Background: an optimization exercise with open tools, aiming at a short achievable clock period and few clock cycles. Do not read the settings as production practice.
Only simulation tests tie the RTL to the original design; equivalence was not proved.
Power is estimated from default activity; no workload was simulated.

==> design/flow/design.v <==
package dcache_pkg;
    typedef logic [16-1:0] addr_t;
    typedef logic [32-1:0] word_t;
    typedef logic [$clog2(2)-1:0] way_t;
    typedef enum logic [2:0] {
        IDLE,
        LOAD,
        STORE,
        WB_ACK,
        WB_DATA,
        RSP,
        FILL
    } ctrl_state_e;
    typedef enum logic [1:0] {
        MEM_READ,
        MEM_WRITE_BACK,
        MEM_EVICT
    } mem_req_e;
    typedef enum logic {
        RSP_REPLACE_OK,
        RSP_READ_OK
    } mem_rsp_e;
endpackage
`timescale 1ns/10ps
module dp_ram #(
    parameter int ADDR_W = 4,
    parameter int DATA_W = 32
) (
    input  logic              clk,
    input  logic              rd_en_i,
    input  logic [ADDR_W-1:0] rd_adr_i,
    output logic [DATA_W-1:0] rd_dat_o,
    input  logic              wr_en_i,
    input  logic [ADDR_W-1:0] wr_adr_i,
    input  logic [DATA_W-1:0] wr_dat_i
);
    logic [DATA_W-1:0] mem [2**ADDR_W];
    always @(posedge clk) begin
        if (wr_en_i) begin
            mem[wr_adr_i] <= wr_dat_i;
        end
    end
    always_ff @(posedge clk) begin
        if (rd_en_i) begin
            rd_dat_o <= mem[rd_adr_i];
        end
    end
endmodule
`timescale 1ns/10ps
module dcache_tag_store (
    input  logic                 clk,
    input  logic                 resetn,
    input  logic                 rd_en_i,
    input  logic [4-1:0] index_i,
    input  logic [8-1:0] lookup_tag_i,
    input  logic                 wr_en_i,
    input  dcache_pkg::way_t                 wr_way_i,
    input  logic                 wr_valid_i,
    input  logic                 wr_dirty_i,
    input  logic [8-1:0] wr_tag_i,
    input  logic                 ptr_advance_i,
    output logic                 hit_o,
    output dcache_pkg::way_t                 hit_way_o,
    output dcache_pkg::way_t                 victim_way_o,
    output logic                 victim_valid_o,
    output logic                 victim_dirty_o,
    output logic [8-1:0] victim_tag_o
);
    localparam int WAY_FIELD_W = 8 + 2;
    localparam int PTR_LSB = 2 * WAY_FIELD_W;
    localparam int SET_W = PTR_LSB + $clog2(2);
    logic [SET_W-1:0] set_rd;
    logic [SET_W-1:0] set_wr;
    logic [2-1:0][8-1:0] way_tag;
    logic [2-1:0] way_valid;
    logic [2-1:0] way_dirty;
    logic [2-1:0] way_hit;
    dcache_pkg::way_t ptr;
    logic [SET_W-1:0] tag_mem [16];
    always_ff @(posedge clk) begin
        if (!resetn) begin
            for (int i = 0; i < 16; i++) begin
                tag_mem[i] <= '0;
            end
        end else if (wr_en_i) begin
            tag_mem[index_i] <= set_wr;
        end
    end
    always_ff @(posedge clk) begin
        if (rd_en_i) begin
            set_rd <= tag_mem[index_i];
        end
    end
    always_comb begin
        for (int w = 0; w < 2; w++) begin
            way_tag[w]   = set_rd[w*WAY_FIELD_W +: 8];
            way_valid[w] = set_rd[w*WAY_FIELD_W + 8];
            way_dirty[w] = set_rd[w*WAY_FIELD_W + 8 + 1];
            way_hit[w]   = way_valid[w] && (way_tag[w] == lookup_tag_i);
        end
        ptr = set_rd[PTR_LSB +: $clog2(2)];
    end
    assign hit_o = |way_hit;
    always_comb begin
        hit_way_o = '0;
        for (int w = 0; w < 2; w++) begin
            if (way_hit[w]) begin
                hit_way_o = w;
            end
        end
    end
    assign victim_way_o   = ptr;
    assign victim_valid_o = way_valid[ptr];
    assign victim_dirty_o = way_dirty[ptr];
    assign victim_tag_o   = way_tag[ptr];
    always_comb begin
        set_wr = set_rd;
        set_wr[wr_way_i*WAY_FIELD_W +: WAY_FIELD_W] = {wr_dirty_i, wr_valid_i, wr_tag_i};
        set_wr[PTR_LSB +: $clog2(2)] = ptr + ptr_advance_i;
    end
endmodule
`timescale 1ns/10ps
module dcache_data_store (
    input  logic                                 clk,
    input  logic                                 rd_en_i,
    input  logic [4+2-1:0]   rd_adr_i,
    input  dcache_pkg::way_t                                 rd_way_i,
    output dcache_pkg::word_t                                rd_dat_o,
    input  logic                                 wr_en_i,
    input  dcache_pkg::way_t                                 wr_way_i,
    input  logic [4+2-1:0]   wr_adr_i,
    input  dcache_pkg::word_t                                wr_dat_i,
    input  logic [4-1:0]                 wr_sel_i
);
    dcache_pkg::word_t way_rd [2];
    dcache_pkg::word_t wr_merged;
    always_comb begin
        wr_merged = way_rd[wr_way_i];
        for (int b = 0; b < 4; b++) begin
            if (wr_sel_i[b]) begin
                wr_merged[b*8 +: 8] = wr_dat_i[b*8 +: 8];
            end
        end
    end
    for (genvar w = 0; w < 2; w++) begin : g_way
        dp_ram #(
            .ADDR_W (4 + 2),
            .DATA_W (32)
        ) u_way_ram (
            .clk      (clk),
            .rd_en_i  (rd_en_i),
            .rd_adr_i (rd_adr_i),
            .rd_dat_o (way_rd[w]),
            .wr_en_i  (wr_en_i && (wr_way_i == w)),
            .wr_adr_i (wr_adr_i),
            .wr_dat_i (wr_merged)
        );
    end
    assign rd_dat_o = way_rd[rd_way_i];
endmodule
`timescale 1ns/10ps
module dcache_ctrl (
    input  logic                                 clk,
    input  logic                                 resetn,
    input  logic                                 cpu_req_i,
    input  logic                                 cpu_we_i,
    input  dcache_pkg::addr_t                                cpu_adr_i,
    input  dcache_pkg::word_t                                cpu_dat_i,
    input  logic [4-1:0]                 cpu_sel_i,
    output logic                                 cpu_ack_o,
    output dcache_pkg::word_t                                cpu_dat_o,
    input  logic                                 mem_ready_i,
    input  logic                                 mem_wb_ack_i,
    input  logic                                 mem_rsp_valid_i,
    input  dcache_pkg::mem_rsp_e                             mem_rsp_type_i,
    input  dcache_pkg::word_t                                mem_rsp_data_i,
    output logic                                 mem_rsp_ack_o,
    output logic                                 mem_req_valid_o,
    output dcache_pkg::mem_req_e                             mem_req_type_o,
    output dcache_pkg::addr_t                                mem_req_adr_o,
    output dcache_pkg::word_t                                mem_req_data_o,
    output logic                                 tag_rd_en_o,
    output logic [4-1:0]               tag_index_o,
    output logic [8-1:0]                 lookup_tag_o,
    output logic                                 tag_wr_en_o,
    output dcache_pkg::way_t                                 tag_wr_way_o,
    output logic                                 tag_wr_valid_o,
    output logic                                 tag_wr_dirty_o,
    output logic [8-1:0]                 tag_wr_tag_o,
    output logic                                 ptr_advance_o,
    input  logic                                 hit_i,
    input  dcache_pkg::way_t                                 hit_way_i,
    input  dcache_pkg::way_t                                 victim_way_i,
    input  logic                                 victim_valid_i,
    input  logic                                 victim_dirty_i,
    input  logic [8-1:0]                 victim_tag_i,
    output logic                                 data_rd_en_o,
    output logic [4+2-1:0]   data_rd_adr_o,
    output dcache_pkg::way_t                                 data_rd_way_o,
    output logic                                 data_wr_en_o,
    output dcache_pkg::way_t                                 data_wr_way_o,
    output logic [4+2-1:0]   data_wr_adr_o,
    output dcache_pkg::word_t                                data_wr_dat_o,
    output logic [4-1:0]                 data_wr_sel_o,
    input  dcache_pkg::word_t                                data_rd_dat_i
);
    localparam int IDX_LSB = 2 + 2;
    dcache_pkg::ctrl_state_e state_q, state_d;
    logic [2-1:0] wb_ptr_q, wb_ptr_d;
    logic [2-1:0] fill_ptr_q, fill_ptr_d;
    dcache_pkg::addr_t adr_q;
    dcache_pkg::word_t dat_q;
    logic [4-1:0] sel_q;
    dcache_pkg::mem_rsp_e rsp_type_q;
    dcache_pkg::word_t rsp_data_q;
    logic rsp_take;
    logic cpu_take;
    logic [4-1:0] index_q;
    logic [2-1:0] block_q;
    dcache_pkg::addr_t victim_base;
    assign rsp_take = (state_q == dcache_pkg::IDLE) && mem_rsp_valid_i;
    assign cpu_take = (state_q == dcache_pkg::IDLE) && !mem_rsp_valid_i && cpu_req_i;
    assign mem_rsp_ack_o = rsp_take;
    assign index_q      = adr_q[IDX_LSB +: 4];
    assign block_q      = adr_q[2 +: 2];
    assign lookup_tag_o = adr_q[16-1 -: 8];
    assign victim_base  = {victim_tag_i, index_q, {IDX_LSB{1'b0}}};
    assign cpu_dat_o      = data_rd_dat_i;
    assign mem_req_data_o = data_rd_dat_i;
    always_ff @(posedge clk) begin
        if (!resetn) begin
            state_q    <= dcache_pkg::IDLE;
            wb_ptr_q   <= '0;
            fill_ptr_q <= '0;
        end else begin
            state_q    <= state_d;
            wb_ptr_q   <= wb_ptr_d;
            fill_ptr_q <= fill_ptr_d;
        end
    end
    always_ff @(posedge clk) begin
        if (cpu_take) begin
            adr_q <= cpu_adr_i;
            dat_q <= cpu_dat_i;
            sel_q <= cpu_sel_i;
        end
        if (rsp_take) begin
            rsp_type_q <= mem_rsp_type_i;
        end
        rsp_data_q <= mem_rsp_data_i;
    end
    always_comb begin
        state_d    = state_q;
        wb_ptr_d   = wb_ptr_q;
        fill_ptr_d = fill_ptr_q;
        cpu_ack_o       = 1'b0;
        mem_req_valid_o = 1'b0;
        mem_req_type_o  = dcache_pkg::MEM_READ;
        mem_req_adr_o   = victim_base;
        tag_rd_en_o    = 1'b0;
        tag_index_o    = index_q;
        tag_wr_en_o    = 1'b0;
        tag_wr_way_o   = victim_way_i;
        tag_wr_valid_o = 1'b0;
        tag_wr_dirty_o = 1'b0;
        tag_wr_tag_o   = lookup_tag_o;
        ptr_advance_o  = 1'b0;
        data_rd_en_o  = 1'b0;
        data_rd_adr_o = {index_q, block_q};
        data_rd_way_o = victim_way_i;
        data_wr_en_o  = 1'b0;
        data_wr_way_o = victim_way_i;
        data_wr_adr_o = {index_q, block_q};
        data_wr_dat_o = rsp_data_q;
        data_wr_sel_o = '1;
        case (state_q)
            dcache_pkg::IDLE: begin
                if (rsp_take) begin
                    tag_rd_en_o = 1'b1;
                    state_d     = dcache_pkg::RSP;
                end else if (cpu_take) begin
                    tag_rd_en_o   = 1'b1;
                    tag_index_o   = cpu_adr_i[IDX_LSB +: 4];
                    data_rd_en_o  = 1'b1;
                    data_rd_adr_o = cpu_adr_i[2 +: 4 + 2];
                    state_d       = cpu_we_i ? dcache_pkg::STORE : dcache_pkg::LOAD;
                end
            end
            dcache_pkg::LOAD, dcache_pkg::STORE: begin
                data_rd_way_o = hit_way_i;
                state_d       = dcache_pkg::IDLE;
                if (hit_i) begin
                    cpu_ack_o = 1'b1;
                    if (state_q == dcache_pkg::STORE) begin
                        data_wr_en_o   = 1'b1;
                        data_wr_way_o  = hit_way_i;
                        data_wr_dat_o  = dat_q;
                        data_wr_sel_o  = sel_q;
                        tag_wr_en_o    = 1'b1;
                        tag_wr_way_o   = hit_way_i;
                        tag_wr_valid_o = 1'b1;
                        tag_wr_dirty_o = 1'b1;
                    end
                end else if (mem_ready_i) begin
                    mem_req_valid_o = 1'b1;
                    if (!victim_valid_i) begin
                        mem_req_type_o = dcache_pkg::MEM_READ;
                        mem_req_adr_o  = adr_q;
                    end else if (victim_dirty_i) begin
                        mem_req_type_o = dcache_pkg::MEM_WRITE_BACK;
                        wb_ptr_d       = '0;
                        data_rd_en_o   = 1'b1;
                        data_rd_adr_o  = {index_q, wb_ptr_d};
                        state_d        = dcache_pkg::WB_ACK;
                    end else begin
                        mem_req_type_o = dcache_pkg::MEM_EVICT;
                    end
                end
            end
            dcache_pkg::WB_ACK, dcache_pkg::WB_DATA: begin
                if (state_q == dcache_pkg::WB_ACK && !mem_wb_ack_i) begin
                    state_d = dcache_pkg::IDLE;
                end else begin
                    mem_req_valid_o = 1'b1;
                    mem_req_type_o  = dcache_pkg::MEM_WRITE_BACK;
                    wb_ptr_d        = wb_ptr_q + 1'b1;
                    data_rd_en_o    = 1'b1;
                    data_rd_adr_o   = {index_q, wb_ptr_d};
                    state_d         = (wb_ptr_d == '0) ? dcache_pkg::IDLE : dcache_pkg::WB_DATA;
                end
            end
            dcache_pkg::RSP: begin
                if (rsp_type_q == dcache_pkg::RSP_REPLACE_OK) begin
                    tag_wr_en_o = 1'b1;
                    state_d     = dcache_pkg::IDLE;
                end else begin
                    fill_ptr_d    = '0;
                    data_wr_en_o  = 1'b1;
                    data_wr_adr_o = {index_q, fill_ptr_d};
                    state_d       = dcache_pkg::FILL;
                end
            end
            dcache_pkg::FILL: begin
                fill_ptr_d    = fill_ptr_q + 1'b1;
                data_wr_en_o  = 1'b1;
                data_wr_adr_o = {index_q, fill_ptr_d};
                if (fill_ptr_d == (4 - 1)) begin
                    tag_wr_en_o    = 1'b1;
                    tag_wr_valid_o = 1'b1;
                    ptr_advance_o  = 1'b1;
                    state_d        = dcache_pkg::IDLE;
                end
            end
            default: begin
                state_d = dcache_pkg::IDLE;
            end
        endcase
    end
endmodule
`timescale 1ns/10ps
module dcache_top (
    input  logic                 clk,
    input  logic                 resetn,
    input  logic                 cpu_req_i,
    input  logic                 cpu_we_i,
    input  logic [16-1:0]    cpu_adr_i,
    input  logic [32-1:0]    cpu_dat_i,
    input  logic [4-1:0] cpu_sel_i,
    output logic                 cpu_ack_o,
    output logic [32-1:0]    cpu_dat_o,
    input  logic                 mem_ready_i,
    input  logic                 mem_wb_ack_i,
    input  logic                 mem_rsp_valid_i,
    input  logic                 mem_rsp_type_i,
    input  logic [32-1:0]    mem_rsp_data_i,
    output logic                 mem_rsp_ack_o,
    output logic                 mem_req_valid_o,
    output logic [1:0]           mem_req_type_o,
    output logic [16-1:0]    mem_req_adr_o,
    output logic [32-1:0]    mem_req_data_o
);
    logic tag_rd_en;
    logic [4-1:0] tag_index;
    logic [8-1:0] lookup_tag;
    logic tag_wr_en;
    dcache_pkg::way_t tag_wr_way;
    logic tag_wr_valid;
    logic tag_wr_dirty;
    logic [8-1:0] tag_wr_tag;
    logic ptr_advance;
    logic hit;
    dcache_pkg::way_t hit_way;
    dcache_pkg::way_t victim_way;
    logic victim_valid;
    logic victim_dirty;
    logic [8-1:0] victim_tag;
    logic data_rd_en;
    logic [4+2-1:0] data_rd_adr;
    dcache_pkg::way_t data_rd_way;
    dcache_pkg::word_t data_rd_dat;
    logic data_wr_en;
    dcache_pkg::way_t data_wr_way;
    logic [4+2-1:0] data_wr_adr;
    dcache_pkg::word_t data_wr_dat;
    logic [4-1:0] data_wr_sel;
    dcache_ctrl u_ctrl (
        .tag_rd_en_o    (tag_rd_en),
        .tag_index_o    (tag_index),
        .lookup_tag_o   (lookup_tag),
        .tag_wr_en_o    (tag_wr_en),
        .tag_wr_way_o   (tag_wr_way),
        .tag_wr_valid_o (tag_wr_valid),
        .tag_wr_dirty_o (tag_wr_dirty),
        .tag_wr_tag_o   (tag_wr_tag),
        .ptr_advance_o  (ptr_advance),
        .hit_i          (hit),
        .hit_way_i      (hit_way),
        .victim_way_i   (victim_way),
        .victim_valid_i (victim_valid),
        .victim_dirty_i (victim_dirty),
        .victim_tag_i   (victim_tag),
        .data_rd_en_o   (data_rd_en),
        .data_rd_adr_o  (data_rd_adr),
        .data_rd_way_o  (data_rd_way),
        .data_wr_en_o   (data_wr_en),
        .data_wr_way_o  (data_wr_way),
        .data_wr_adr_o  (data_wr_adr),
        .data_wr_dat_o  (data_wr_dat),
        .data_wr_sel_o  (data_wr_sel),
        .data_rd_dat_i  (data_rd_dat),
        .*
    );
    dcache_tag_store u_tag_store (
        .clk            (clk),
        .resetn         (resetn),
        .rd_en_i        (tag_rd_en),
        .index_i        (tag_index),
        .lookup_tag_i   (lookup_tag),
        .wr_en_i        (tag_wr_en),
        .wr_way_i       (tag_wr_way),
        .wr_valid_i     (tag_wr_valid),
        .wr_dirty_i     (tag_wr_dirty),
        .wr_tag_i       (tag_wr_tag),
        .ptr_advance_i  (ptr_advance),
        .hit_o          (hit),
        .hit_way_o      (hit_way),
        .victim_way_o   (victim_way),
        .victim_valid_o (victim_valid),
        .victim_dirty_o (victim_dirty),
        .victim_tag_o   (victim_tag)
    );
    dcache_data_store u_data_store (
        .clk      (clk),
        .rd_en_i  (data_rd_en),
        .rd_adr_i (data_rd_adr),
        .rd_way_i (data_rd_way),
        .rd_dat_o (data_rd_dat),
        .wr_en_i  (data_wr_en),
        .wr_way_i (data_wr_way),
        .wr_adr_i (data_wr_adr),
        .wr_dat_i (data_wr_dat),
        .wr_sel_i (data_wr_sel)
    );
endmodule
==> design/flow/run.sh <==
#!/bin/bash
# synth_recipe.tcl (not shown) runs the flow's synth.tcl, then flattens the netlist and writes it again
# the make line also repeats each setting of config.mk as NAME=value (left out here)
make -C /OpenROAD-flow-scripts/flow DESIGN_CONFIG=/design/flow/config.mk WORK_HOME=/design/flow/orfs CLKGATE_MAP_FILE= SYNTH_SCRIPT=/design/flow/synth_recipe.tcl finish
==> design/flow/config.mk <==
export PLATFORM = sky130hd
export DESIGN_NAME = dcache_top
export DESIGN_NICKNAME = dcache_top
export VERILOG_FILES = /design/flow/design.v
export SDC_FILE = /design/flow/constraint.sdc
export NUM_CORES = 4
export LEC_CHECK = 0
export CAP_MARGIN = 20
export CORE_MARGIN = 2
export CORE_UTILIZATION = 40
export PLACE_DENSITY = 0.6
export SLEW_MARGIN = 20
==> design/flow/constraint.sdc <==
create_clock -name core_clock -period 8.0 [get_ports {clk}]
set_input_delay 1.6000 -clock core_clock [delete_from_list [all_inputs] [get_ports {clk}]]
set_output_delay 1.6000 -clock core_clock [all_outputs]
set_load 0.01 [all_outputs]
==> results.json <==
{
  "outcome": "complete, no violations",
  "drt_first_iter_violations": 16300,
  "min_path_type": "reg -> reg",
  "leakage_uw": 0.0689,
  "seqPwrFrac": 0.455,
  "r2r_cells": 13,
  "clock_sinks": 4609,
  "grt_pass1_vias": 105000,
  "ctsHoldBuffers": 0,
  "syn_inst": 12600,
  "synth_largest_area_cell": "edfxtp_1",
  "clock.fmax_ghz": 0.155,
  "synth_top_area_share": 0.760,
  "grt_pass1_wl_um": 810000,
  "antenna_found_initial": 37,
  "cp.arrival_ns": 7.14,
  "totalNegativeSetupSlack_ns": 0,
  "p_sw_uw": 18200,
  "nFillCells": 39000,
  "critical_path.max_fanout": 59,
  "intPower_uw": 42200,
  "synth_area_um2": 181000,
  "clk_latency_ns": 1.01,
  "fp.dieH_um": 676,
  "dieArea_um2": 457000,
  "finalWirelength_um": 581000,
  "post_cts_buffers": 0,
  "worstPathCellList": "xnor2_1 -> nand3_1 -> nor3_1 -> nand2_1 -> a22o_2 -> clkinv_1 -> buf_4 -> nand2_1 -> a21oi_1 -> a21oi_1 -> o21ai_4 -> buf_4 -> buf_4",
  "start_kind": "flip-flop",
  "worst_pin_slew_ns": 1.34,
  "fin_nets": 12900,
  "numCtsBuffers": 446,
  "core_area_um2": 449000,
  "clk_path_buf_depth": 4,
  "endpoint_kind": "flip-flop",
  "synthArstFlopShare": 0,
  "synth_cell_types": 67,
  "pre_cts_slack_ns": 0.961,
  "slew_headroom": 0.0954,
  "setup_slack_ns": 1.53,
  "grt_max_degree": 148,
  "pwr-share-comb": 0.199,
  "avgSynthCellArea_um2": 14.3,
  "start_util": 0.402,
  "via_per_inst": 5.92,
  "overflow": 0,
  "routabilityCongestion": 0.858,
  "drive_gt1_frac": 0.114,
  "skew_ns": 0.0413,
  "cts_tree": "built",
  "timing.final.hold_violations": 0,
  "crit_required_ns": 8.68,
  "power.density_nw_per_um2": 293,
  "r2r_slack_ns": 1.53,
  "finalSetupViolCount": 0,
  "vias": 114000,
  "crit_type": "reg -> reg",
  "crit_top_cell": "buf_4",
  "slew_violations": 0,
  "cpPeakStageDelay_ns": 0.89,
  "clk_pin_slew_ns": 0.06,
  "r2r_end": "u_data_store.g_way[0].u_way_ram.mem[5][1]",
  "regArea_um2": 138000,
  "timing.rr.start": "u_ctrl.adr_q[13]",
  "switching_share": 0.302,
  "io_buffers": 176,
  "drc": 0,
  "min_from": "u_ctrl.wb_ptr_q[1]",
  "num_rows": 246,
  "rsz0062_at_grt": "false",
  "die_x_um": 676,
  "htreeDepth": 5,
  "min_path_cells": 2,
  "yosysWarnings": 5,
  "ant_nets": 0,
  "synth-seq-cells": 4609,
  "min_period_over_period": 0.808,
  "syn_nets": 12700,
  "holdPathEnd": "u_ctrl.wb_ptr_q[1]",
  "dpl.hpwl_um": 337000,
  "multiInputGateArea_um2": 40000,
  "syn_to_final_growth_pct": 14.3,
  "ir_drop_mv": 0.216,
  "grt_util_all_layers": 0.247,
  "wl_per_cell_um": 30.3,
  "drt_pass1_iterations": 8,
  "crit_path_top_delay_cell": "o21ai_4",
  "root_buffer": "clkbuf_16",
  "max_cap_violations": 0,
  "ctsResizeCount": 0,
  "synth-edff-count": 4570,
  "synth-seq-area-share": 0.764,
  "synth_ff_type": "edfxtp_1",
  "ios": 177,
  "synth.area.top_cells": "edfxtp_1 (76%), nand2_1 (5.5%), a21oi_1 (2.9%), mux2i_1 (2.8%), nor2_1 (1.3%)",
  "layout_min_cycle_time_ns": 6.47,
  "clockPowerShare": 0.346
}
kinds of logic after synthesis:
group / share of synthesized area
and+or+nand+nor: 0.100
AOI/OAI and AO/OA: 0.0726
buffers and inverters: 0.0242
adders and majority gates: 0.000139
DFF: 0.764
muxes: 0.0379
xor gates and xnor gates: 0.000824
synth_stat cells, drive strengths merged (66+ instances only):
| master | count |
|---|---|
| mux2i | 500 |
| a21oi | 1044 |
| buf | 463 |
| a31oi | 278 |
| nand3 | 418 |
| o21ai | 307 |
| nand2 | 2637 |
| nor2 | 629 |
| o22ai | 192 |
| a211oi | 66 |
| and3 | 154 |
| edfxtp | 4570 |
| clkbuf | 423 |
| nor4 | 258 |
layer usage:
| layer | track usage | share of wire | vias up |
|---|---|---|---|
| met2 | 0.382 | 0.46 | 6554 |
| met1 | 0.342 | 0.39 | 58000 |
| met3 | 0.0418 | 0.10 | 1018 |
| met4 | 0.112 | 0.050 | 14 |
| li1 | - | - | 48000 |
| met5 | 0 | 0.00018 | - |
critical path: cells and delay by family (launching register included):
| family | cells | cell delay [ns] |
|---|---|---|
| xor gates and xnor gates | 1 | 0.39 |
| buffers and inverters | 4 | 2.12 |
| AOI/OAI and AO/OA | 4 | 1.78 |
| DFF | 1 | 0.53 |
| and+or+nand+nor | 4 | 1.12 |
worst max-delay path by stage:
stage / start / to / slack [ns] / cells after the start
CTS: u_ctrl.adr_q[13] / mem_req_adr_o[15] / 1.71 / 8
global route: u_ctrl.state_q[0] / mem_req_adr_o[15] / 1.40 / 5
global placement: cpu_req_i / u_data_store.g_way[0].u_way_ram.rd_dat_o[13] / 0.28 / 10
finish: u_ctrl.adr_q[13] / u_data_store.g_way[0].u_way_ram.mem[5][1] / 1.53 / 13
floorplan: u_ctrl.adr_q[14] / u_data_store.g_way[0].u_way_ram.mem[0][10] / -0.51 / 11
detailed placement: mem_rsp_valid_i / u_data_store.g_way[0].u_way_ram.rd_dat_o[13] / 0.96 / 12
power by group through the flow:
| stage | registers [uW] | clock network [uW] | logic, uW |
|---|---|---|---|
| after global placement | 28000 | 0 | 11800 |
| after detailed placement | 28000 | 0 | 11900 |
| after global routing | 27500 | 22000 | 12600 |
| after CTS | 27500 | 21000 | 11900 |
| after floorplan | 27600 | 0 | 7340 |
| final | 27500 | 20900 | 12000 |
registers in the layout (all words and copies together) (netlist names), 4 cells and up:
| register | flops |
|---|---|
| u_ctrl.rsp_data_q | 32 |
| u_ctrl.adr_q | 16 |
| u_ctrl.sel_q | 4 |
| u_tag_store.tag_mem | 336 |
| u_ctrl.dat_q | 32 |
| u_tag_store.set_rd | 21 |
| u_data_store.g_way.u_way_ram.rd_dat_o | 64 |
| u_data_store.g_way.u_way_ram.mem | 4096 |
cells in the final DEF, fill, tap and decap left out, types with 153 or more instances in the layout:
master	netlist	layout
a21oi_1	1044	1042
a31oi_1	278	278
and3_1	154	153
buf_4	118	408
clkbuf_16	0	455
clkdlybuf4s50_1	0	176
edfxtp_1	4570	4570
mux2i_1	500	491
nand2_1	2632	2621
nand3_1	418	413
nor2_1	628	494
nor4_1	257	254
o22ai_1	192	192
through the flow:
step                area, um^2  hold slack, ns   util  power, uW  std cells
floorplan               181000           0.477      -      34900      12600
global placement        192000           0.497  0.427      39800      18300
detailed placement      192000           0.520  0.427      39900      18300
CTS                     206000           0.536  0.459      60400      19200
global route            206000           0.565  0.459      62100      19200
finish                  206000           0.534  0.460      60400      19200
layout make-up:
class	count	area share
tap	5952	0.0361
timing repair buffer	675	0.0325
clock buffer	551	0.0572
clock inverter	277	0.0120
sequential	4609	0.668
antenna	18	0.000218
inverter	14	0.000254
multi-input combinational	7089	0.194
Testbench counts, summed over its fixed seeds: cycles 96,406.

[port drivers added, routing unchanged]
The flow's constraints put no driver on any port. The routed layout listed below was extracted and timed again, unchanged, in two steps.
Step 1 assumes that a clkbuf_16 drives the clock port and a buf_2 every other input.
Step 2 times the ports against the registers' clock, not the clock port: input delays grow and output delays shrink by t, the midpoint of the rising clock arrivals with the driver on.
a / b / c = no drivers / after step 1 / after step 2; a / b = the first two.
t, ns: 1.108
setup WS [ns]: 1.533 / 1.533 / 0.905
latest minus earliest clock arrival (ns): 0.043 / 0.042
pins driven straight from the clock port: 1
After both steps this run still meets setup and hold. The setup slack of this run moves by 0.000 ns with the drivers and by -0.628 ns with both steps.
